From an optimization exercise on the open Yosys and OpenROAD flow, aimed at small area; shortcuts taken in it are not production practice. No functional check of the RTL was part of any run shown here. Power figures rest on the tool's default switching activity, not on a simulated workload.

==> flow/design.v <==
`default_nettype none
package diablo_alu_pkg;
  localparam int ALU_OP_W = 4;
  typedef enum logic [ALU_OP_W-1:0] {
    ALU_ADD  = 4'd0,
    ALU_SUB  = 4'd1,
    ALU_AND  = 4'd2,
    ALU_OR   = 4'd3,
    ALU_XOR  = 4'd4,
    ALU_SLL  = 4'd5,
    ALU_SRL  = 4'd6,
    ALU_SRA  = 4'd7,
    ALU_SLT  = 4'd8,
    ALU_SLTU = 4'd9,
    ALU_MUL  = 4'd10,
    ALU_DIV  = 4'd11,
    ALU_DIVU = 4'd12,
    ALU_REM  = 4'd13,
    ALU_REMU = 4'd14
  } alu_op_e;
  typedef enum logic [1:0] {
    ST_IDLE = 2'd0,
    ST_BUSY = 2'd1,
    ST_DONE = 2'd2
  } alu_state_e;
  function automatic logic op_is_iter(input alu_op_e op);
    case (op)
      diablo_alu_pkg::ALU_MUL, diablo_alu_pkg::ALU_DIVU, diablo_alu_pkg::ALU_REMU: op_is_iter = 1'b1;
      diablo_alu_pkg::ALU_DIV, diablo_alu_pkg::ALU_REM: op_is_iter = 1'b1;
      default:                     op_is_iter = 1'b0;
    endcase
  endfunction
endpackage
`default_nettype wire
`default_nettype none
module alu_fa (
  input  logic i_a,
  input  logic i_b,
  input  logic i_c,
  output logic o_s,
  output logic o_c
);
  assign o_s = i_a ^ i_b ^ i_c;
  assign o_c = (i_a & i_b) | (i_a & i_c) | (i_b & i_c);
endmodule
module alu_muldiv_iter
#(
  parameter int XLEN = 64
) (
  input  logic [XLEN-1:0] i_acc,
  input  logic            i_bitin,
  input  logic [XLEN-1:0] i_b,
  input  logic            i_c1n,
  input  logic            i_c0n,
  input  logic            i_y64,
  input  logic            i_cin,
  output logic [XLEN:0]   o_sum
);
  logic [XLEN:0] x, y, s0, c0, pa, tc;
  logic [6:0] bc;
  assign x = {i_acc, i_bitin};
  always_comb for (int i = 0; i < XLEN; i++) y[i] = !(i_b[i] ? i_c1n : i_c0n);
  assign y[XLEN] = i_y64;
  assign bc[0] = i_cin;
  alu_fa u_fa0 (.i_a(x[0]), .i_b(y[0]), .i_c(bc[0]), .o_s(s0[0]), .o_c(c0[0]));
  alu_fa u_fa1 (.i_a(x[1]), .i_b(y[1]), .i_c(c0[0]), .o_s(s0[1]), .o_c(c0[1]));
  alu_fa u_fa2 (.i_a(x[2]), .i_b(y[2]), .i_c(c0[1]), .o_s(s0[2]), .o_c(c0[2]));
  alu_fa u_fa3 (.i_a(x[3]), .i_b(y[3]), .i_c(c0[2]), .o_s(s0[3]), .o_c(c0[3]));
  alu_fa u_fa4 (.i_a(x[4]), .i_b(y[4]), .i_c(c0[3]), .o_s(s0[4]), .o_c(c0[4]));
  alu_fa u_fa5 (.i_a(x[5]), .i_b(y[5]), .i_c(c0[4]), .o_s(s0[5]), .o_c(c0[5]));
  alu_fa u_fa6 (.i_a(x[6]), .i_b(y[6]), .i_c(c0[5]), .o_s(s0[6]), .o_c(c0[6]));
  alu_fa u_fa7 (.i_a(x[7]), .i_b(y[7]), .i_c(c0[6]), .o_s(s0[7]), .o_c(c0[7]));
  alu_fa u_fa8 (.i_a(x[8]), .i_b(y[8]), .i_c(c0[7]), .o_s(s0[8]), .o_c(c0[8]));
  alu_fa u_fa9 (.i_a(x[9]), .i_b(y[9]), .i_c(c0[8]), .o_s(s0[9]), .o_c(c0[9]));
  alu_fa u_fa10 (.i_a(x[10]), .i_b(y[10]), .i_c(c0[9]), .o_s(s0[10]), .o_c(c0[10]));
  alu_fa u_fa11 (.i_a(x[11]), .i_b(y[11]), .i_c(c0[10]), .o_s(s0[11]), .o_c(c0[11]));
  alu_fa u_fa12 (.i_a(x[12]), .i_b(y[12]), .i_c(c0[11]), .o_s(s0[12]), .o_c(c0[12]));
  assign o_sum[12:0] = s0[12:0];
  assign bc[1] = c0[12];
  assign s0[13] = x[13] ^ y[13];
  assign c0[13] = x[13] & y[13];
  alu_fa u_fa14 (.i_a(x[14]), .i_b(y[14]), .i_c(c0[13]), .o_s(s0[14]), .o_c(c0[14]));
  alu_fa u_fa15 (.i_a(x[15]), .i_b(y[15]), .i_c(c0[14]), .o_s(s0[15]), .o_c(c0[15]));
  alu_fa u_fa16 (.i_a(x[16]), .i_b(y[16]), .i_c(c0[15]), .o_s(s0[16]), .o_c(c0[16]));
  alu_fa u_fa17 (.i_a(x[17]), .i_b(y[17]), .i_c(c0[16]), .o_s(s0[17]), .o_c(c0[17]));
  alu_fa u_fa18 (.i_a(x[18]), .i_b(y[18]), .i_c(c0[17]), .o_s(s0[18]), .o_c(c0[18]));
  alu_fa u_fa19 (.i_a(x[19]), .i_b(y[19]), .i_c(c0[18]), .o_s(s0[19]), .o_c(c0[19]));
  alu_fa u_fa20 (.i_a(x[20]), .i_b(y[20]), .i_c(c0[19]), .o_s(s0[20]), .o_c(c0[20]));
  alu_fa u_fa21 (.i_a(x[21]), .i_b(y[21]), .i_c(c0[20]), .o_s(s0[21]), .o_c(c0[21]));
  alu_fa u_fa22 (.i_a(x[22]), .i_b(y[22]), .i_c(c0[21]), .o_s(s0[22]), .o_c(c0[22]));
  alu_fa u_fa23 (.i_a(x[23]), .i_b(y[23]), .i_c(c0[22]), .o_s(s0[23]), .o_c(c0[23]));
  alu_fa u_fa24 (.i_a(x[24]), .i_b(y[24]), .i_c(c0[23]), .o_s(s0[24]), .o_c(c0[24]));
  assign pa[24] = &s0[24:13];
  assign o_sum[13] = s0[13] ^ bc[1];
  assign tc[13] = s0[13] & bc[1];
  assign o_sum[14] = s0[14] ^ tc[13];
  assign tc[14] = s0[14] & tc[13];
  assign o_sum[15] = s0[15] ^ tc[14];
  assign tc[15] = s0[15] & tc[14];
  assign o_sum[16] = s0[16] ^ tc[15];
  assign tc[16] = s0[16] & tc[15];
  assign o_sum[17] = s0[17] ^ tc[16];
  assign tc[17] = s0[17] & tc[16];
  assign o_sum[18] = s0[18] ^ tc[17];
  assign tc[18] = s0[18] & tc[17];
  assign o_sum[19] = s0[19] ^ tc[18];
  assign tc[19] = s0[19] & tc[18];
  assign o_sum[20] = s0[20] ^ tc[19];
  assign tc[20] = s0[20] & tc[19];
  assign o_sum[21] = s0[21] ^ tc[20];
  assign tc[21] = s0[21] & tc[20];
  assign o_sum[22] = s0[22] ^ tc[21];
  assign tc[22] = s0[22] & tc[21];
  assign o_sum[23] = s0[23] ^ tc[22];
  assign tc[23] = s0[23] & tc[22];
  assign o_sum[24] = s0[24] ^ tc[23];
  assign tc[24] = s0[24] & tc[23];
  assign bc[2] = c0[24] | (bc[1] & pa[24]);
  assign s0[25] = x[25] ^ y[25];
  assign c0[25] = x[25] & y[25];
  alu_fa u_fa26 (.i_a(x[26]), .i_b(y[26]), .i_c(c0[25]), .o_s(s0[26]), .o_c(c0[26]));
  alu_fa u_fa27 (.i_a(x[27]), .i_b(y[27]), .i_c(c0[26]), .o_s(s0[27]), .o_c(c0[27]));
  alu_fa u_fa28 (.i_a(x[28]), .i_b(y[28]), .i_c(c0[27]), .o_s(s0[28]), .o_c(c0[28]));
  alu_fa u_fa29 (.i_a(x[29]), .i_b(y[29]), .i_c(c0[28]), .o_s(s0[29]), .o_c(c0[29]));
  alu_fa u_fa30 (.i_a(x[30]), .i_b(y[30]), .i_c(c0[29]), .o_s(s0[30]), .o_c(c0[30]));
  alu_fa u_fa31 (.i_a(x[31]), .i_b(y[31]), .i_c(c0[30]), .o_s(s0[31]), .o_c(c0[31]));
  alu_fa u_fa32 (.i_a(x[32]), .i_b(y[32]), .i_c(c0[31]), .o_s(s0[32]), .o_c(c0[32]));
  alu_fa u_fa33 (.i_a(x[33]), .i_b(y[33]), .i_c(c0[32]), .o_s(s0[33]), .o_c(c0[33]));
  alu_fa u_fa34 (.i_a(x[34]), .i_b(y[34]), .i_c(c0[33]), .o_s(s0[34]), .o_c(c0[34]));
  alu_fa u_fa35 (.i_a(x[35]), .i_b(y[35]), .i_c(c0[34]), .o_s(s0[35]), .o_c(c0[35]));
  assign pa[35] = &s0[35:25];
  assign o_sum[25] = s0[25] ^ bc[2];
  assign tc[25] = s0[25] & bc[2];
  assign o_sum[26] = s0[26] ^ tc[25];
  assign tc[26] = s0[26] & tc[25];
  assign o_sum[27] = s0[27] ^ tc[26];
  assign tc[27] = s0[27] & tc[26];
  assign o_sum[28] = s0[28] ^ tc[27];
  assign tc[28] = s0[28] & tc[27];
  assign o_sum[29] = s0[29] ^ tc[28];
  assign tc[29] = s0[29] & tc[28];
  assign o_sum[30] = s0[30] ^ tc[29];
  assign tc[30] = s0[30] & tc[29];
  assign o_sum[31] = s0[31] ^ tc[30];
  assign tc[31] = s0[31] & tc[30];
  assign o_sum[32] = s0[32] ^ tc[31];
  assign tc[32] = s0[32] & tc[31];
  assign o_sum[33] = s0[33] ^ tc[32];
  assign tc[33] = s0[33] & tc[32];
  assign o_sum[34] = s0[34] ^ tc[33];
  assign tc[34] = s0[34] & tc[33];
  assign o_sum[35] = s0[35] ^ tc[34];
  assign tc[35] = s0[35] & tc[34];
  assign bc[3] = c0[35] | (bc[2] & pa[35]);
  assign s0[36] = x[36] ^ y[36];
  assign c0[36] = x[36] & y[36];
  alu_fa u_fa37 (.i_a(x[37]), .i_b(y[37]), .i_c(c0[36]), .o_s(s0[37]), .o_c(c0[37]));
  alu_fa u_fa38 (.i_a(x[38]), .i_b(y[38]), .i_c(c0[37]), .o_s(s0[38]), .o_c(c0[38]));
  alu_fa u_fa39 (.i_a(x[39]), .i_b(y[39]), .i_c(c0[38]), .o_s(s0[39]), .o_c(c0[39]));
  alu_fa u_fa40 (.i_a(x[40]), .i_b(y[40]), .i_c(c0[39]), .o_s(s0[40]), .o_c(c0[40]));
  alu_fa u_fa41 (.i_a(x[41]), .i_b(y[41]), .i_c(c0[40]), .o_s(s0[41]), .o_c(c0[41]));
  alu_fa u_fa42 (.i_a(x[42]), .i_b(y[42]), .i_c(c0[41]), .o_s(s0[42]), .o_c(c0[42]));
  alu_fa u_fa43 (.i_a(x[43]), .i_b(y[43]), .i_c(c0[42]), .o_s(s0[43]), .o_c(c0[43]));
  alu_fa u_fa44 (.i_a(x[44]), .i_b(y[44]), .i_c(c0[43]), .o_s(s0[44]), .o_c(c0[44]));
  alu_fa u_fa45 (.i_a(x[45]), .i_b(y[45]), .i_c(c0[44]), .o_s(s0[45]), .o_c(c0[45]));
  alu_fa u_fa46 (.i_a(x[46]), .i_b(y[46]), .i_c(c0[45]), .o_s(s0[46]), .o_c(c0[46]));
  assign pa[46] = &s0[46:36];
  assign o_sum[36] = s0[36] ^ bc[3];
  assign tc[36] = s0[36] & bc[3];
  assign o_sum[37] = s0[37] ^ tc[36];
  assign tc[37] = s0[37] & tc[36];
  assign o_sum[38] = s0[38] ^ tc[37];
  assign tc[38] = s0[38] & tc[37];
  assign o_sum[39] = s0[39] ^ tc[38];
  assign tc[39] = s0[39] & tc[38];
  assign o_sum[40] = s0[40] ^ tc[39];
  assign tc[40] = s0[40] & tc[39];
  assign o_sum[41] = s0[41] ^ tc[40];
  assign tc[41] = s0[41] & tc[40];
  assign o_sum[42] = s0[42] ^ tc[41];
  assign tc[42] = s0[42] & tc[41];
  assign o_sum[43] = s0[43] ^ tc[42];
  assign tc[43] = s0[43] & tc[42];
  assign o_sum[44] = s0[44] ^ tc[43];
  assign tc[44] = s0[44] & tc[43];
  assign o_sum[45] = s0[45] ^ tc[44];
  assign tc[45] = s0[45] & tc[44];
  assign o_sum[46] = s0[46] ^ tc[45];
  assign tc[46] = s0[46] & tc[45];
  assign bc[4] = c0[46] | (bc[3] & pa[46]);
  assign s0[47] = x[47] ^ y[47];
  assign c0[47] = x[47] & y[47];
  alu_fa u_fa48 (.i_a(x[48]), .i_b(y[48]), .i_c(c0[47]), .o_s(s0[48]), .o_c(c0[48]));
  alu_fa u_fa49 (.i_a(x[49]), .i_b(y[49]), .i_c(c0[48]), .o_s(s0[49]), .o_c(c0[49]));
  alu_fa u_fa50 (.i_a(x[50]), .i_b(y[50]), .i_c(c0[49]), .o_s(s0[50]), .o_c(c0[50]));
  alu_fa u_fa51 (.i_a(x[51]), .i_b(y[51]), .i_c(c0[50]), .o_s(s0[51]), .o_c(c0[51]));
  alu_fa u_fa52 (.i_a(x[52]), .i_b(y[52]), .i_c(c0[51]), .o_s(s0[52]), .o_c(c0[52]));
  alu_fa u_fa53 (.i_a(x[53]), .i_b(y[53]), .i_c(c0[52]), .o_s(s0[53]), .o_c(c0[53]));
  alu_fa u_fa54 (.i_a(x[54]), .i_b(y[54]), .i_c(c0[53]), .o_s(s0[54]), .o_c(c0[54]));
  alu_fa u_fa55 (.i_a(x[55]), .i_b(y[55]), .i_c(c0[54]), .o_s(s0[55]), .o_c(c0[55]));
  alu_fa u_fa56 (.i_a(x[56]), .i_b(y[56]), .i_c(c0[55]), .o_s(s0[56]), .o_c(c0[56]));
  assign pa[56] = &s0[56:47];
  assign o_sum[47] = s0[47] ^ bc[4];
  assign tc[47] = s0[47] & bc[4];
  assign o_sum[48] = s0[48] ^ tc[47];
  assign tc[48] = s0[48] & tc[47];
  assign o_sum[49] = s0[49] ^ tc[48];
  assign tc[49] = s0[49] & tc[48];
  assign o_sum[50] = s0[50] ^ tc[49];
  assign tc[50] = s0[50] & tc[49];
  assign o_sum[51] = s0[51] ^ tc[50];
  assign tc[51] = s0[51] & tc[50];
  assign o_sum[52] = s0[52] ^ tc[51];
  assign tc[52] = s0[52] & tc[51];
  assign o_sum[53] = s0[53] ^ tc[52];
  assign tc[53] = s0[53] & tc[52];
  assign o_sum[54] = s0[54] ^ tc[53];
  assign tc[54] = s0[54] & tc[53];
  assign o_sum[55] = s0[55] ^ tc[54];
  assign tc[55] = s0[55] & tc[54];
  assign o_sum[56] = s0[56] ^ tc[55];
  assign tc[56] = s0[56] & tc[55];
  assign bc[5] = c0[56] | (bc[4] & pa[56]);
  assign s0[57] = x[57] ^ y[57];
  assign c0[57] = x[57] & y[57];
  alu_fa u_fa58 (.i_a(x[58]), .i_b(y[58]), .i_c(c0[57]), .o_s(s0[58]), .o_c(c0[58]));
  alu_fa u_fa59 (.i_a(x[59]), .i_b(y[59]), .i_c(c0[58]), .o_s(s0[59]), .o_c(c0[59]));
  alu_fa u_fa60 (.i_a(x[60]), .i_b(y[60]), .i_c(c0[59]), .o_s(s0[60]), .o_c(c0[60]));
  alu_fa u_fa61 (.i_a(x[61]), .i_b(y[61]), .i_c(c0[60]), .o_s(s0[61]), .o_c(c0[61]));
  alu_fa u_fa62 (.i_a(x[62]), .i_b(y[62]), .i_c(c0[61]), .o_s(s0[62]), .o_c(c0[62]));
  alu_fa u_fa63 (.i_a(x[63]), .i_b(y[63]), .i_c(c0[62]), .o_s(s0[63]), .o_c(c0[63]));
  alu_fa u_fa64 (.i_a(x[64]), .i_b(y[64]), .i_c(c0[63]), .o_s(s0[64]), .o_c(c0[64]));
  assign pa[64] = &s0[64:57];
  assign o_sum[57] = s0[57] ^ bc[5];
  assign tc[57] = s0[57] & bc[5];
  assign o_sum[58] = s0[58] ^ tc[57];
  assign tc[58] = s0[58] & tc[57];
  assign o_sum[59] = s0[59] ^ tc[58];
  assign tc[59] = s0[59] & tc[58];
  assign o_sum[60] = s0[60] ^ tc[59];
  assign tc[60] = s0[60] & tc[59];
  assign o_sum[61] = s0[61] ^ tc[60];
  assign tc[61] = s0[61] & tc[60];
  assign o_sum[62] = s0[62] ^ tc[61];
  assign tc[62] = s0[62] & tc[61];
  assign o_sum[63] = s0[63] ^ tc[62];
  assign tc[63] = s0[63] & tc[62];
  assign o_sum[64] = s0[64] ^ tc[63];
  assign tc[64] = s0[64] & tc[63];
  assign bc[6] = c0[64] | (bc[5] & pa[64]);
endmodule
`default_nettype wire
`default_nettype none
module alu_seq
#(
  parameter int XLEN = 64
) (
  input  logic            clk,
  input  logic            rst_n,
  input  logic            in_valid,
  output logic            in_ready,
  input  logic [diablo_alu_pkg::ALU_OP_W-1:0] in_op,
  input  logic [XLEN-1:0] in_a,
  input  logic [XLEN-1:0] in_b,
  output logic            out_valid,
  input  logic            out_ready,
  output logic [XLEN-1:0] out_result,
  output logic            out_err
);
  localparam int SHW = $clog2(XLEN);
  localparam logic [1:0] S_PRE = 2'd0, S_P0 = 2'd1, S_P1 = 2'd2, S_P2 = 2'd3;
  logic            r_ov;
  logic [1:0]      r_st;
  logic [SHW-1:0]  r_k;
  logic            r_abit;
  logic            r_lt;
  logic            r_pbit;
  logic [XLEN-1:0] r_acc;
  logic [XLEN-1:0] r_q;
  logic            r_psgn;
  logic            r_f1;
  logic            r_f2;
  logic [3:0]      r_op;
  logic            r_a63;
  logic            r_b63;
  diablo_alu_pkg::alu_op_e w_op;
  logic w_p0, w_p1, w_p2, w_first, w_lastk, w_last, w_done;
  logic w_add, w_sub_op, w_logic, w_shift, w_mul, w_cmp, w_isdiv, w_two;
  logic w_signed, w_rem, w_sa, w_bn, w_negq, w_e, w_e63, w_sub, w_bk, w_diff, w_lt, w_lbit;
  logic [SHW-1:0]  w_kn;
  logic            w_knl, w_hold;
  logic            w_bitin, w_yen, w_yinv, w_y64, w_cin;
  logic [XLEN:0]   w_sum;
  assign w_op     = diablo_alu_pkg::alu_op_e'(r_op);
  assign w_add    = (w_op == diablo_alu_pkg::ALU_ADD);
  assign w_sub_op = (w_op == diablo_alu_pkg::ALU_SUB);
  assign w_logic  = (w_op == diablo_alu_pkg::ALU_AND) || (w_op == diablo_alu_pkg::ALU_OR) ||
                    (w_op == diablo_alu_pkg::ALU_XOR);
  assign w_shift  = (w_op == diablo_alu_pkg::ALU_SLL) || (w_op == diablo_alu_pkg::ALU_SRL) ||
                    (w_op == diablo_alu_pkg::ALU_SRA);
  assign w_cmp    = (w_op == diablo_alu_pkg::ALU_SLT) || (w_op == diablo_alu_pkg::ALU_SLTU);
  assign w_mul    = (w_op == diablo_alu_pkg::ALU_MUL);
  assign w_isdiv  = diablo_alu_pkg::op_is_iter(w_op) && !w_mul;
  assign w_two    = w_logic || w_cmp || w_shift;
  assign w_signed = (w_op == diablo_alu_pkg::ALU_DIV) || (w_op == diablo_alu_pkg::ALU_REM);
  assign w_rem    = (w_op == diablo_alu_pkg::ALU_REM) || (w_op == diablo_alu_pkg::ALU_REMU);
  assign w_sa     = w_signed && r_a63;
  assign w_bn     = w_signed && r_b63;
  assign w_p0     = (r_st == S_P0);
  assign w_p1     = (r_st == S_P1);
  assign w_p2     = (r_st == S_P2);
  assign w_first  = (r_k == SHW'(XLEN-1));
  assign w_lastk  = (r_k == '0);
  assign w_last   = w_p2 || (w_p1 && w_two) || (w_p0 && !w_two && !w_isdiv);
  assign w_done   = w_last && w_lastk;
  assign in_ready = !r_ov && (w_done || !in_valid);
  assign out_valid  = r_ov;
  assign out_result = r_acc;
  assign out_err    = (r_op == 4'd15);
  assign w_kn  = (r_st == S_PRE) ? SHW'(XLEN-1) : (r_k - 1'b1);
  assign w_knl = (r_st != S_PRE) && !w_lastk && (r_lt || (r_k == in_b[SHW-1:0]));
  always_ff @(posedge clk) begin
    r_abit <= ((in_op == 4'd6 || in_op == 4'd7) && w_knl) ? ((in_op == 4'd7) && in_a[XLEN-1]) : in_a[w_kn];
    r_lt   <= w_knl;
  end
  assign w_bk   = r_acc[XLEN-1];
  always_comb begin
    case (w_op)
      diablo_alu_pkg::ALU_AND: w_lbit = r_abit & w_bk;
      diablo_alu_pkg::ALU_OR:  w_lbit = r_abit | w_bk;
      default:                 w_lbit = r_abit ^ w_bk;
    endcase
  end
  assign w_lt = (w_op == diablo_alu_pkg::ALU_SLT && (r_a63 ^ r_b63)) ? r_a63 : r_psgn;
  assign w_e63  = ((&r_acc) && r_psgn) || (r_f2 && r_pbit);
  assign w_e    = w_sa && r_f2;
  assign w_negq = (w_sa ^ w_bn) && !r_f1;
  assign w_sub  = w_p1 ? !r_psgn : (w_sa && r_psgn);
  always_comb begin
    w_bitin = 1'b0;
    w_yen   = 1'b0;
    w_yinv  = 1'b0;
    w_y64   = 1'b0;
    w_cin   = 1'b0;
    case (r_st)
      S_P0: begin
        if (w_add || w_sub_op || w_shift || w_cmp) w_bitin = r_abit;
        if (w_add || w_sub_op || w_logic || w_cmp) w_yen = w_lastk;
        if (w_sub_op || w_cmp) begin
          w_yinv = w_lastk;
          w_cin  = w_lastk;
        end
        if (w_cmp) w_y64 = !r_acc[XLEN-1];
        if (w_mul) w_yen = r_abit;
      end
      S_P1: begin
        if (w_shift && w_op != diablo_alu_pkg::ALU_SLL) w_bitin = r_acc[XLEN-1];
        if (w_logic) w_bitin = w_lbit;
        if (w_cmp)   w_bitin = w_lastk && w_lt;
        if (w_isdiv) begin
          w_bitin = r_abit ^ w_sa;
          w_yen   = 1'b1;
          w_yinv  = w_sub ^ w_bn;
          w_cin   = w_sub ^ w_bn;
          w_y64   = w_sub;
        end
      end
      S_P2: begin
        if (!w_rem) begin
          w_bitin = r_q[XLEN-1] ^ w_negq;
          w_cin   = w_lastk && (w_e ^ w_negq);
        end else begin
          w_bitin = r_acc[XLEN-1] ^ w_sa;
          w_yen   = w_lastk && (w_e ^ r_psgn);
          w_yinv  = w_lastk && (w_e ^ r_psgn) && (w_sub ^ w_bn);
          w_cin   = w_lastk && (w_e ^ r_psgn) && (w_sub ^ w_bn);
        end
      end
      default: ;
    endcase
  end
  alu_muldiv_iter #(
    .XLEN (XLEN)
  ) u_dp (
    .i_acc  (r_acc),
    .i_bitin(w_bitin),
    .i_b    (in_b),
    .i_c1n  (!(w_yen ^ w_yinv)),
    .i_c0n  (!w_yinv),
    .i_y64  (w_y64),
    .i_cin  (w_cin),
    .o_sum  (w_sum)
  );
  always_ff @(posedge clk or negedge rst_n) begin
    if (!rst_n) begin
      r_ov <= 1'b0;
      r_st <= S_PRE;
    end else begin
      if (r_ov) begin
        if (out_ready) r_ov <= 1'b0;
      end else if (in_valid && w_done) begin
        r_ov <= 1'b1;
      end
      if (r_ov || !in_valid || w_done)    r_st <= S_PRE;
      else if (r_st == S_PRE || w_lastk)  r_st <= r_st + 1'b1;
    end
  end
  always_ff @(posedge clk) begin
    r_k    <= w_kn;
    r_pbit <= w_bitin;
    r_q    <= {r_q[XLEN-2:0], !w_sum[XLEN]};
    if (w_p0) r_psgn <= w_cmp && w_sum[XLEN];
    if (w_p1 && w_isdiv) r_psgn <= w_sum[XLEN];
  end
  assign w_hold = w_p1 && w_shift && ((w_op == diablo_alu_pkg::ALU_SLL) ? !r_lt : r_lt);
  always_ff @(posedge clk) begin
    if (!r_ov && !w_hold) r_acc <= w_sum[XLEN-1:0];
    if (!r_ov) r_op <= in_op;
    r_a63 <= in_a[XLEN-1];
    r_b63 <= in_b[XLEN-1];
  end
  always_ff @(posedge clk) begin
    if (w_p1) begin
      if (w_first) r_f1 <= !w_sum[XLEN];
      r_f2 <= !w_first && (((&r_acc) && r_psgn) || (r_f2 && r_pbit));
    end else if (w_p2 && w_first) begin
      r_f2 <= w_e63;
    end
  end
endmodule
`default_nettype wire
==> flow/flow/run.sh <==
#!/bin/bash
# Layout of alu_seq: the standard flow (standard.sh, all steps unchanged) with two choices
# made through ORFS's own variables:
#  - BUFFER_PORTS_ARGS: the buffer that global placement puts on every input and output port is
#    the smallest buffer cell, sky130_fd_sc_hd__buf_1, in place of the flow's default choice;
#  - CTS_ARGS: clock tree synthesis builds its (balanced H-)tree from clkbuf_4/clkbuf_8 without
#    dummy loads.
# Each tool's output is kept in a log of its own: standard.log here, and ORFS's per-step logs
# under orfs/logs.
set -euo pipefail
export BUFFER_PORTS_ARGS="-buffer_cell sky130_fd_sc_hd__buf_1"
export CTS_ARGS="-sink_clustering_enable -repair_clock_nets -dont_use_dummy_load -buf_list {sky130_fd_sc_hd__clkbuf_4 sky130_fd_sc_hd__clkbuf_8} -root_buf sky130_fd_sc_hd__clkbuf_8 -sink_clustering_size 12 -sink_clustering_max_diameter 60"
bash standard.sh > standard.log 2>&1
==> flow/standard.sh <==
#!/bin/bash
# synth_recipe.tcl (not shown) runs the flow's synth.tcl, then flattens the netlist and writes it again
# the make line also repeats each setting of config.mk as NAME=value (left out here)
make -C /OpenROAD-flow-scripts/flow DESIGN_CONFIG=/design/flow/config.mk WORK_HOME=/design/flow/orfs CLKGATE_MAP_FILE= SYNTH_SCRIPT=/design/flow/synth_recipe.tcl "${@:-finish}"
==> flow/config.mk <==
export PLATFORM = sky130hd
export DESIGN_NAME = alu_seq
export DESIGN_NICKNAME = alu_seq
export VERILOG_FILES = /design/flow/design.v
export SDC_FILE = /design/flow/constraint.sdc
export NUM_CORES = 4
export LEC_CHECK = 0
export CAP_MARGIN = 20
export CORE_MARGIN = 2
export CORE_UTILIZATION = 40
export SLEW_MARGIN = 20
export SYNTH_HIERARCHICAL = 1
==> flow/constraint.sdc <==
create_clock -name core_clock -period 10.0 [get_ports {clk}]
set_input_delay 2.0000 -clock core_clock [delete_from_list [all_inputs] [get_ports {clk}]]
set_output_delay 2.0000 -clock core_clock [all_outputs]
set_load 0.01 [all_outputs]
==> results of run 1 <==
==> layout make-up <==
class	instances	area, um^2	share of cell area [%]
multi-input combinational	431	4370	45.4
sequential	149	3710	38.6
timing repair buffer	221	901	9.36
tap	270	338	3.51
clock buffer	17	234	2.43
inverter	19	71.3	0.741
==> Yosys stat by module (local to each module, per instance), a selection <==
module   area, um^2  times used
alu_seq        5500           1
alu_fa         20.0          60
==> state kept, by name, summed over array words and instances, names as in the netlist <==
register,count
r_k,6
r_a63,1
r_lt,1
r_acc,64
r_abit,1
r_f1,1
r_f2,1
r_ov,1
r_q,64
r_op,4
r_pbit,1
r_st,2
r_b63,1
r_psgn,1
==> cell usage after synthesis, drive strengths merged (9+ instances only) <==
cell     n
dfxtp   75
fa      60
nor3    10
a21oi   12
ha      60
o21ai   14
nor2    16
clkbuf  23
mux2i   72
xor2    16
buf     23
nand4   26
mux2     9
inv     19
edfxtp  71
nand2   30
==> power by group <==
part / total (mW) / switching, mW / internal, mW
registers: 1.11 / 0.196 / 0.912
clock network: 0.338 / 0.188 / 0.150
logic: 0.736 / 0.430 / 0.306
==> stage by stage <==
stage	setup TNS (ps)	setup slack [ps]
after floorplan	0	115
after global placement	0	1.23
after detailed placement	-516	-148
after CTS	0	154
after global routing	0	5.54
final	0	357
==> final timing paths <==
path | slack [ps] | start | depth (start not counted) | end
max in group asynchronous | 8480 | rst_n | 1 | r_st[1]
min in group asynchronous | 1360 | rst_n | 1 | r_ov
hold / removal | 320 | r_q[9] | 0 | r_q[10]
hold reg to reg | 320 | r_q[9] | 0 | r_q[10]
setup / recovery | 360 | in_b[0] | 29 | r_acc[56]
setup reg to reg | 420 | r_op[1] | 34 | r_acc[56]
==> timing repair <==
action                                  in CTS  in global routing
resized for setup                            0                 13
setup buffers                                0                  4
endpoints found under the setup margin       0                 12
==> logic make-up after synthesis <==
family                     Yosys count
buffers and inverters               65
adders and majority gates          120
muxes                               82
DFF                                149
and+or+nand+nor                    118
xor gates and xnor gates            24
AOI/OAI and AO/OA                   87
==> metal layers <==
metal | global-route usage, % | part of all wire, % | vias up
met4 | 5.71 | 1.4 | 2
li1 | - | - | 2738
met1 | 25.1 | 46 | 2771
met2 | 29.9 | 47 | 175
met3 | 4.51 | 5.5 | 20
met5 | 0 | 0.075 | -
==> run notes, run 1 <==
WL/cell=18.1 um; row count=52; n_diodes=0; worst slew pin tran=892 ps; die area=22000 um^2; max_cap viols=0; Compound-Gate Fraction of Synth Area=7.68%; mux cell area share after synthesis=10.2%; period utilization=96.4%; Clock Skew=31.9 ps; synthesized flop and latch total=149; Gate Count Post-Synth=645; crit path max fanout=3; initial antenna violation count=1; Synthesized Nets=901; Worst Path Required=10170 ps; cts bufs inserted=17; Power Total=2.18 mW; DP Area=9310 um^2; Fillers=1905; GPL Wtd Cong=0.863; Power Density=227 nW/um^2; DIE WIDTH=148 um; TritonRoute pass-1 iters=4; root buf cell=clkbuf_8; worst path bufs/invs=1; LEAKAGE=4.20 nW; Area contributors post-synth=edfxtp_1 26%, dfxtp_1 18%, fa_1 14%; RSZ-0062 raised after global routing=false; pin count of the biggest net entering global routing=65; VDD IR max=0.104 mV; Slew Limit Fails=0; final count of negative-setup-slack endpoints=0; CTS tree=yes; most common cell after layout, fill and taps aside=buf_1; Final #Nets=1095; f_max=104 MHz; status=no timing/DRC/antenna violations; register area share after synthesis=44.5%; Synth top area share=25.6%; die height=148 um; Post-synth EDFFs=71; max incr delay on CP=440 ps; ratio of cells with drive above 1 in the final layout=8.84%; Rel. slew slack=40.5%; non-filler instance count after layout=1107; Clock Sinks=149; Worst Hold Class=reg -> reg; Post-Synth Simple-Gate Area=7.62%; largest area contributor in the netlist=edfxtp_1; GRT Residual Overflow=0; critical setup path kind=in -> reg; io pins=203; first-pass GRT wire length=31900 um; hpwl dp=15100 um; syn avg cell area=12.9 um^2; design area=9620 um^2; post-synthesis adder-cell area fraction=23.4%; CP arrival=9810 ps; Synth Cell Area=8330 um^2; Buffers on Ports=202; leading cell types in the layout, fill and taps excluded=202 x buf_1, 74 x dfxtp_1, 72 x mux2i_1, 71 x edfxtp_1, 60 x fa_1; Inst Count DP=1086; P&R area growth vs syn=15.6%; Max clock buf depth=2; Async S/R FF share, synth=2.01%; Distinct cells, synth=68; Period minus WS final=9640 ps; Largest delay share family, worst path=adder cells; main combinational cell family by area after synthesis=adder cells; vias in the first global route=5974; core area=20400 um^2; Hold Buf Count CTS=0; XOR/XNOR Fraction of Synth Area=2.70%; Critical Path Source Type=input pin; DRC Markers=0; clk latency of the worst-skew pair=440 ps; WL final=20000 um; commonest register cell after synthesis=dfxtp_1; most frequent CP cell=fa_1; H-tree Lvls=4; initial core utilization=40.9%; drt via density=5.15; fin util=47.3%; Setup crit end kind=register; final hold slack=317 ps; Final Hold Violating Endpoints=0; DR iter-0 viols=383; Worst-path clk slew=80 ps; synth warn=9; vias=5706; Critical Path Slowest Stage Cell=fa_1; total track usage=18.6%; ANT nets after route=0
==> inputs of run 2 (changes only) <==
--- a/flow/design.v
+++ b/flow/design.v
@@ -75,9 +75,9 @@
   alu_fa u_fa10 (.i_a(x[10]), .i_b(y[10]), .i_c(c0[9]), .o_s(s0[10]), .o_c(c0[10]));
   alu_fa u_fa11 (.i_a(x[11]), .i_b(y[11]), .i_c(c0[10]), .o_s(s0[11]), .o_c(c0[11]));
-  alu_fa u_fa12 (.i_a(x[12]), .i_b(y[12]), .i_c(c0[11]), .o_s(s0[12]), .o_c(c0[12]));
-  assign o_sum[12:0] = s0[12:0];
-  assign bc[1] = c0[12];
-  assign s0[13] = x[13] ^ y[13];
-  assign c0[13] = x[13] & y[13];
+  assign o_sum[11:0] = s0[11:0];
+  assign bc[1] = c0[11];
+  assign s0[12] = x[12] ^ y[12];
+  assign c0[12] = x[12] & y[12];
+  alu_fa u_fa13 (.i_a(x[13]), .i_b(y[13]), .i_c(c0[12]), .o_s(s0[13]), .o_c(c0[13]));
   alu_fa u_fa14 (.i_a(x[14]), .i_b(y[14]), .i_c(c0[13]), .o_s(s0[14]), .o_c(c0[14]));
   alu_fa u_fa15 (.i_a(x[15]), .i_b(y[15]), .i_c(c0[14]), .o_s(s0[15]), .o_c(c0[15]));
@@ -90,8 +90,9 @@
   alu_fa u_fa22 (.i_a(x[22]), .i_b(y[22]), .i_c(c0[21]), .o_s(s0[22]), .o_c(c0[22]));
   alu_fa u_fa23 (.i_a(x[23]), .i_b(y[23]), .i_c(c0[22]), .o_s(s0[23]), .o_c(c0[23]));
-  alu_fa u_fa24 (.i_a(x[24]), .i_b(y[24]), .i_c(c0[23]), .o_s(s0[24]), .o_c(c0[24]));
-  assign pa[24] = &s0[24:13];
-  assign o_sum[13] = s0[13] ^ bc[1];
-  assign tc[13] = s0[13] & bc[1];
+  assign pa[23] = &s0[23:12];
+  assign o_sum[12] = s0[12] ^ bc[1];
+  assign tc[12] = s0[12] & bc[1];
+  assign o_sum[13] = s0[13] ^ tc[12];
+  assign tc[13] = s0[13] & tc[12];
   assign o_sum[14] = s0[14] ^ tc[13];
   assign tc[14] = s0[14] & tc[13];
@@ -114,9 +115,8 @@
   assign o_sum[23] = s0[23] ^ tc[22];
   assign tc[23] = s0[23] & tc[22];
-  assign o_sum[24] = s0[24] ^ tc[23];
-  assign tc[24] = s0[24] & tc[23];
-  assign bc[2] = c0[24] | (bc[1] & pa[24]);
-  assign s0[25] = x[25] ^ y[25];
-  assign c0[25] = x[25] & y[25];
+  assign bc[2] = c0[23] | (bc[1] & pa[23]);
+  assign s0[24] = x[24] ^ y[24];
+  assign c0[24] = x[24] & y[24];
+  alu_fa u_fa25 (.i_a(x[25]), .i_b(y[25]), .i_c(c0[24]), .o_s(s0[25]), .o_c(c0[25]));
   alu_fa u_fa26 (.i_a(x[26]), .i_b(y[26]), .i_c(c0[25]), .o_s(s0[26]), .o_c(c0[26]));
   alu_fa u_fa27 (.i_a(x[27]), .i_b(y[27]), .i_c(c0[26]), .o_s(s0[27]), .o_c(c0[27]));
@@ -128,8 +128,9 @@
   alu_fa u_fa33 (.i_a(x[33]), .i_b(y[33]), .i_c(c0[32]), .o_s(s0[33]), .o_c(c0[33]));
   alu_fa u_fa34 (.i_a(x[34]), .i_b(y[34]), .i_c(c0[33]), .o_s(s0[34]), .o_c(c0[34]));
-  alu_fa u_fa35 (.i_a(x[35]), .i_b(y[35]), .i_c(c0[34]), .o_s(s0[35]), .o_c(c0[35]));
-  assign pa[35] = &s0[35:25];
-  assign o_sum[25] = s0[25] ^ bc[2];
-  assign tc[25] = s0[25] & bc[2];
+  assign pa[34] = &s0[34:24];
+  assign o_sum[24] = s0[24] ^ bc[2];
+  assign tc[24] = s0[24] & bc[2];
+  assign o_sum[25] = s0[25] ^ tc[24];
+  assign tc[25] = s0[25] & tc[24];
   assign o_sum[26] = s0[26] ^ tc[25];
   assign tc[26] = s0[26] & tc[25];
@@ -150,9 +151,8 @@
   assign o_sum[34] = s0[34] ^ tc[33];
   assign tc[34] = s0[34] & tc[33];
-  assign o_sum[35] = s0[35] ^ tc[34];
-  assign tc[35] = s0[35] & tc[34];
-  assign bc[3] = c0[35] | (bc[2] & pa[35]);
-  assign s0[36] = x[36] ^ y[36];
-  assign c0[36] = x[36] & y[36];
+  assign bc[3] = c0[34] | (bc[2] & pa[34]);
+  assign s0[35] = x[35] ^ y[35];
+  assign c0[35] = x[35] & y[35];
+  alu_fa u_fa36 (.i_a(x[36]), .i_b(y[36]), .i_c(c0[35]), .o_s(s0[36]), .o_c(c0[36]));
   alu_fa u_fa37 (.i_a(x[37]), .i_b(y[37]), .i_c(c0[36]), .o_s(s0[37]), .o_c(c0[37]));
   alu_fa u_fa38 (.i_a(x[38]), .i_b(y[38]), .i_c(c0[37]), .o_s(s0[38]), .o_c(c0[38]));
@@ -164,8 +164,9 @@
   alu_fa u_fa44 (.i_a(x[44]), .i_b(y[44]), .i_c(c0[43]), .o_s(s0[44]), .o_c(c0[44]));
   alu_fa u_fa45 (.i_a(x[45]), .i_b(y[45]), .i_c(c0[44]), .o_s(s0[45]), .o_c(c0[45]));
-  alu_fa u_fa46 (.i_a(x[46]), .i_b(y[46]), .i_c(c0[45]), .o_s(s0[46]), .o_c(c0[46]));
-  assign pa[46] = &s0[46:36];
-  assign o_sum[36] = s0[36] ^ bc[3];
-  assign tc[36] = s0[36] & bc[3];
+  assign pa[45] = &s0[45:35];
+  assign o_sum[35] = s0[35] ^ bc[3];
+  assign tc[35] = s0[35] & bc[3];
+  assign o_sum[36] = s0[36] ^ tc[35];
+  assign tc[36] = s0[36] & tc[35];
   assign o_sum[37] = s0[37] ^ tc[36];
   assign tc[37] = s0[37] & tc[36];
@@ -186,9 +187,8 @@
   assign o_sum[45] = s0[45] ^ tc[44];
   assign tc[45] = s0[45] & tc[44];
-  assign o_sum[46] = s0[46] ^ tc[45];
-  assign tc[46] = s0[46] & tc[45];
-  assign bc[4] = c0[46] | (bc[3] & pa[46]);
-  assign s0[47] = x[47] ^ y[47];
-  assign c0[47] = x[47] & y[47];
+  assign bc[4] = c0[45] | (bc[3] & pa[45]);
+  assign s0[46] = x[46] ^ y[46];
+  assign c0[46] = x[46] & y[46];
+  alu_fa u_fa47 (.i_a(x[47]), .i_b(y[47]), .i_c(c0[46]), .o_s(s0[47]), .o_c(c0[47]));
   alu_fa u_fa48 (.i_a(x[48]), .i_b(y[48]), .i_c(c0[47]), .o_s(s0[48]), .o_c(c0[48]));
   alu_fa u_fa49 (.i_a(x[49]), .i_b(y[49]), .i_c(c0[48]), .o_s(s0[49]), .o_c(c0[49]));
@@ -199,8 +199,9 @@
   alu_fa u_fa54 (.i_a(x[54]), .i_b(y[54]), .i_c(c0[53]), .o_s(s0[54]), .o_c(c0[54]));
   alu_fa u_fa55 (.i_a(x[55]), .i_b(y[55]), .i_c(c0[54]), .o_s(s0[55]), .o_c(c0[55]));
-  alu_fa u_fa56 (.i_a(x[56]), .i_b(y[56]), .i_c(c0[55]), .o_s(s0[56]), .o_c(c0[56]));
-  assign pa[56] = &s0[56:47];
-  assign o_sum[47] = s0[47] ^ bc[4];
-  assign tc[47] = s0[47] & bc[4];
+  assign pa[55] = &s0[55:46];
+  assign o_sum[46] = s0[46] ^ bc[4];
+  assign tc[46] = s0[46] & bc[4];
+  assign o_sum[47] = s0[47] ^ tc[46];
+  assign tc[47] = s0[47] & tc[46];
   assign o_sum[48] = s0[48] ^ tc[47];
   assign tc[48] = s0[48] & tc[47];
@@ -219,9 +220,8 @@
   assign o_sum[55] = s0[55] ^ tc[54];
   assign tc[55] = s0[55] & tc[54];
-  assign o_sum[56] = s0[56] ^ tc[55];
-  assign tc[56] = s0[56] & tc[55];
-  assign bc[5] = c0[56] | (bc[4] & pa[56]);
-  assign s0[57] = x[57] ^ y[57];
-  assign c0[57] = x[57] & y[57];
+  assign bc[5] = c0[55] | (bc[4] & pa[55]);
+  assign s0[56] = x[56] ^ y[56];
+  assign c0[56] = x[56] & y[56];
+  alu_fa u_fa57 (.i_a(x[57]), .i_b(y[57]), .i_c(c0[56]), .o_s(s0[57]), .o_c(c0[57]));
   alu_fa u_fa58 (.i_a(x[58]), .i_b(y[58]), .i_c(c0[57]), .o_s(s0[58]), .o_c(c0[58]));
   alu_fa u_fa59 (.i_a(x[59]), .i_b(y[59]), .i_c(c0[58]), .o_s(s0[59]), .o_c(c0[59]));
@@ -231,7 +231,9 @@
   alu_fa u_fa63 (.i_a(x[63]), .i_b(y[63]), .i_c(c0[62]), .o_s(s0[63]), .o_c(c0[63]));
   alu_fa u_fa64 (.i_a(x[64]), .i_b(y[64]), .i_c(c0[63]), .o_s(s0[64]), .o_c(c0[64]));
-  assign pa[64] = &s0[64:57];
-  assign o_sum[57] = s0[57] ^ bc[5];
-  assign tc[57] = s0[57] & bc[5];
+  assign pa[64] = &s0[64:56];
+  assign o_sum[56] = s0[56] ^ bc[5];
+  assign tc[56] = s0[56] & bc[5];
+  assign o_sum[57] = s0[57] ^ tc[56];
+  assign tc[57] = s0[57] & tc[56];
   assign o_sum[58] = s0[58] ^ tc[57];
   assign tc[58] = s0[58] & tc[57];
==> run notes, run 2 <==
Synth top area share=25.6%; most frequent CP cell=fa_1; biggest regs=r_acc: 64 flops, r_q: 64 flops, r_k: 6 flops; critical setup path kind=reg -> reg; setup TNS=0 ps; Power Density=226 nW/um^2; Gate Count Post-Synth=645; Worst-path clk slew=80 ps; Hold Buf Count CTS=0; Worst Hold Class=reg -> reg; max_cap viols=0; Critical Path Source Type=register; final count of negative-setup-slack endpoints=0; synthesized flop and latch total=149; hpwl dp=15500 um; first-pass GRT wire length=31400 um; commonest register cell after synthesis=dfxtp_1; Async S/R FF share, synth=2.01%; core area=20400 um^2; period utilization=95.5%; VDD IR max=0.0919 mV; H-tree Lvls=4; WL final=19900 um; TritonRoute pass-1 iters=5; Post-synth EDFFs=71; DIE WIDTH=148 um; initial core utilization=40.9%; RSZ-0062 raised after global routing=false; crit path max fanout=7; Buffers on Ports=202; ANT nets after route=0; Max clock buf depth=2; Rel. slew slack=40.5%; most common cell after layout, fill and taps aside=buf_1; GPL Wtd Cong=0.844; Slew Limit Fails=0; CP arrival=9710 ps; Clock Skew=31.7 ps; Worst Path Required=10160 ps; Inst Count DP=1085; DR iter-0 viols=246; CTS tree=yes; Final #Nets=1095; WL/cell=18.0 um; Final Hold Violating Endpoints=0; non-filler instance count after layout=1106; clk latency of the worst-skew pair=430 ps; Critical Path Slowest Stage Cell=fa_1; Clock Sinks=149; synth warn=9; die area=22000 um^2; drt via density=5.19; status=no timing/DRC/antenna violations; P&R area growth vs syn=15.0%; Distinct cells, synth=68; die height=148 um; fin util=47.0%; cts bufs inserted=17; root buf cell=clkbuf_8; ratio of cells with drive above 1 in the final layout=7.54%; f_max=105 MHz; Synthesized Nets=902; initial antenna violation count=0; Synth Cell Area=8330 um^2; n_diodes=0; Area contributors post-synth=edfxtp_1 26%, dfxtp_1 18%, fa_1 14%; pin count of the biggest net entering global routing=65; syn avg cell area=12.9 um^2; vias in the first global route=5803; register area share after synthesis=44.5%; GRT Residual Overflow=0; LEAKAGE=4.18 nW; Post-synth top cells=75 x dfxtp_1, 72 x mux2i_1, 71 x edfxtp_1; worst slew pin tran=892 ps; row count=52; vias=5737; DRC Markers=0; largest area contributor in the netlist=edfxtp_1; Period minus WS final=9550 ps; Setup crit end kind=register; io pins=203; total track usage=18.5%; most numerous cell in the Yosys netlist=dfxtp_1; max incr delay on CP=440 ps; leading cell types in the layout, fill and taps excluded=202 x buf_1, 75 x dfxtp_1, 72 x mux2i_1, 71 x edfxtp_1, 61 x ha_1
run 2: cell types whose count changed after synthesis, sizes merged:
cell	delta
clkbuf	-2
buf	+1
ha	+1
run 2: worst paths after layout:
path | start | slack [ps] | to | cells after the start
min in group asynchronous | rst_n | 1380 | r_st[0] | 1
max in group asynchronous | rst_n | 8460 | r_ov | 1
min reg2reg | r_q[55] | 310 | r_q[56] | 0
max reg2reg | r_st[0] | 450 | r_psgn | 36
min | r_q[55] | 310 | r_q[56] | 0
max | r_st[0] | 450 | r_psgn | 36
run 2: stage by stage:
| step | hold slack, ps | instance area [um^2] | setup slack, ps | power (mW) |
|---|---|---|---|---|
| finish | 308 | 9580 | 448 | 2.17 |
| global route | 322 | 9580 | 72.0 | 2.33 |
| CTS | 308 | 9540 | 286 | 2.20 |
| detailed placement | 312 | 9310 | 127 | 1.85 |
| global placement | 310 | 9310 | 286 | 1.84 |
| floorplan | 310 | 8330 | 389 | 1.55 |
run 2: layout make-up:
class	count	area [um^2]
sequential	149	3710
multi-input combinational	432	4340
tap	270	338
clock buffer	17	234
fill	1903	10800
timing repair buffer	219	886
inverter	19	71.3
run 2: Yosys stat by module (local to each module, per instance), excerpt:
module   area (um^2)  flip-flops and latches
alu_fa          20.0                       0
alu_seq         5500                     149
run 2: where the power goes:
part	switching (mW)	internal, mW
Sequential	0.203	0.912
Combinational	0.421	0.299
Clock	0.185	0.150
Total	0.809	1.36
run 2: critical path: cells and delay by family, from the launching register on:
family                     cells  cell delay, ps
and+or+nand+nor                4             600
buffers and inverters          2             200
muxes                          1             130
xor gates and xnor gates       1             150
DFF                            1             410
AOI/OAI and AO/OA              7            1370
adders and majority gates     21            6450
run 2: kinds of logic (layout without fill, tap and decap cells):
family | count (synthesis) | count (layout) | share of synthesized area (%)
compound gates | 87 | 87 | 7.67
xor+xnor | 24 | 24 | 2.70
fa+ha+maj | 121 | 121 | 23.6
buf+inv | 64 | 255 | 3.69
flops | 149 | 149 | 44.5
mux | 82 | 82 | 10.2
simple gates | 118 | 118 | 7.61
run 2: what timing repair did:
action,CTS,global route
resized for setup,0,1
buffers inserted,0,4
endpoints found under the setup margin,0,2
run 2: layer usage:
layer	routed length [um]	track usage, %
met5	0	0
met4	213	3.67
met3	1330	4.42
met2	9330	30.3
met1	8980	25.5

-- separate check: timing with driven ports --
The results above use ideal ports. As a check the final layouts listed here were re-extracted and re-timed, cells and wires unchanged.
Step 1 (the two cells are an assumption about what drives the block):
set clk [get_ports {clk}]
set_driving_cell -lib_cell sky130_fd_sc_hd__clkbuf_16 $clk
set_driving_cell -lib_cell sky130_fd_sc_hd__buf_2 [delete_from_list [all_inputs] $clk]
Step 2 moves the port delays by t, midway between the first and last clock arrival at a register: inputs arrive t later, outputs are due t later. That takes back most of the time a late clock gives input paths.
Three values: no drivers, after step 1, after step 2; two values: the first two.
run | shift t [ns] | setup WS [ns] | worst data-port slew with drivers (ns) | pins driven straight from the clock port
run 1 | 0.462 | 0.357 / 0.356 / -0.106 | 0.07 | 1
run 2 | 0.454 | 0.448 / 0.448 / 0.147 | 0.06 | 1
Met with ideal ports but missed after step 2: setup timing in run 1. For run 1, which loses most, drivers alone change the setup slack by -0.001 ns; drivers and shift together by -0.463 ns.
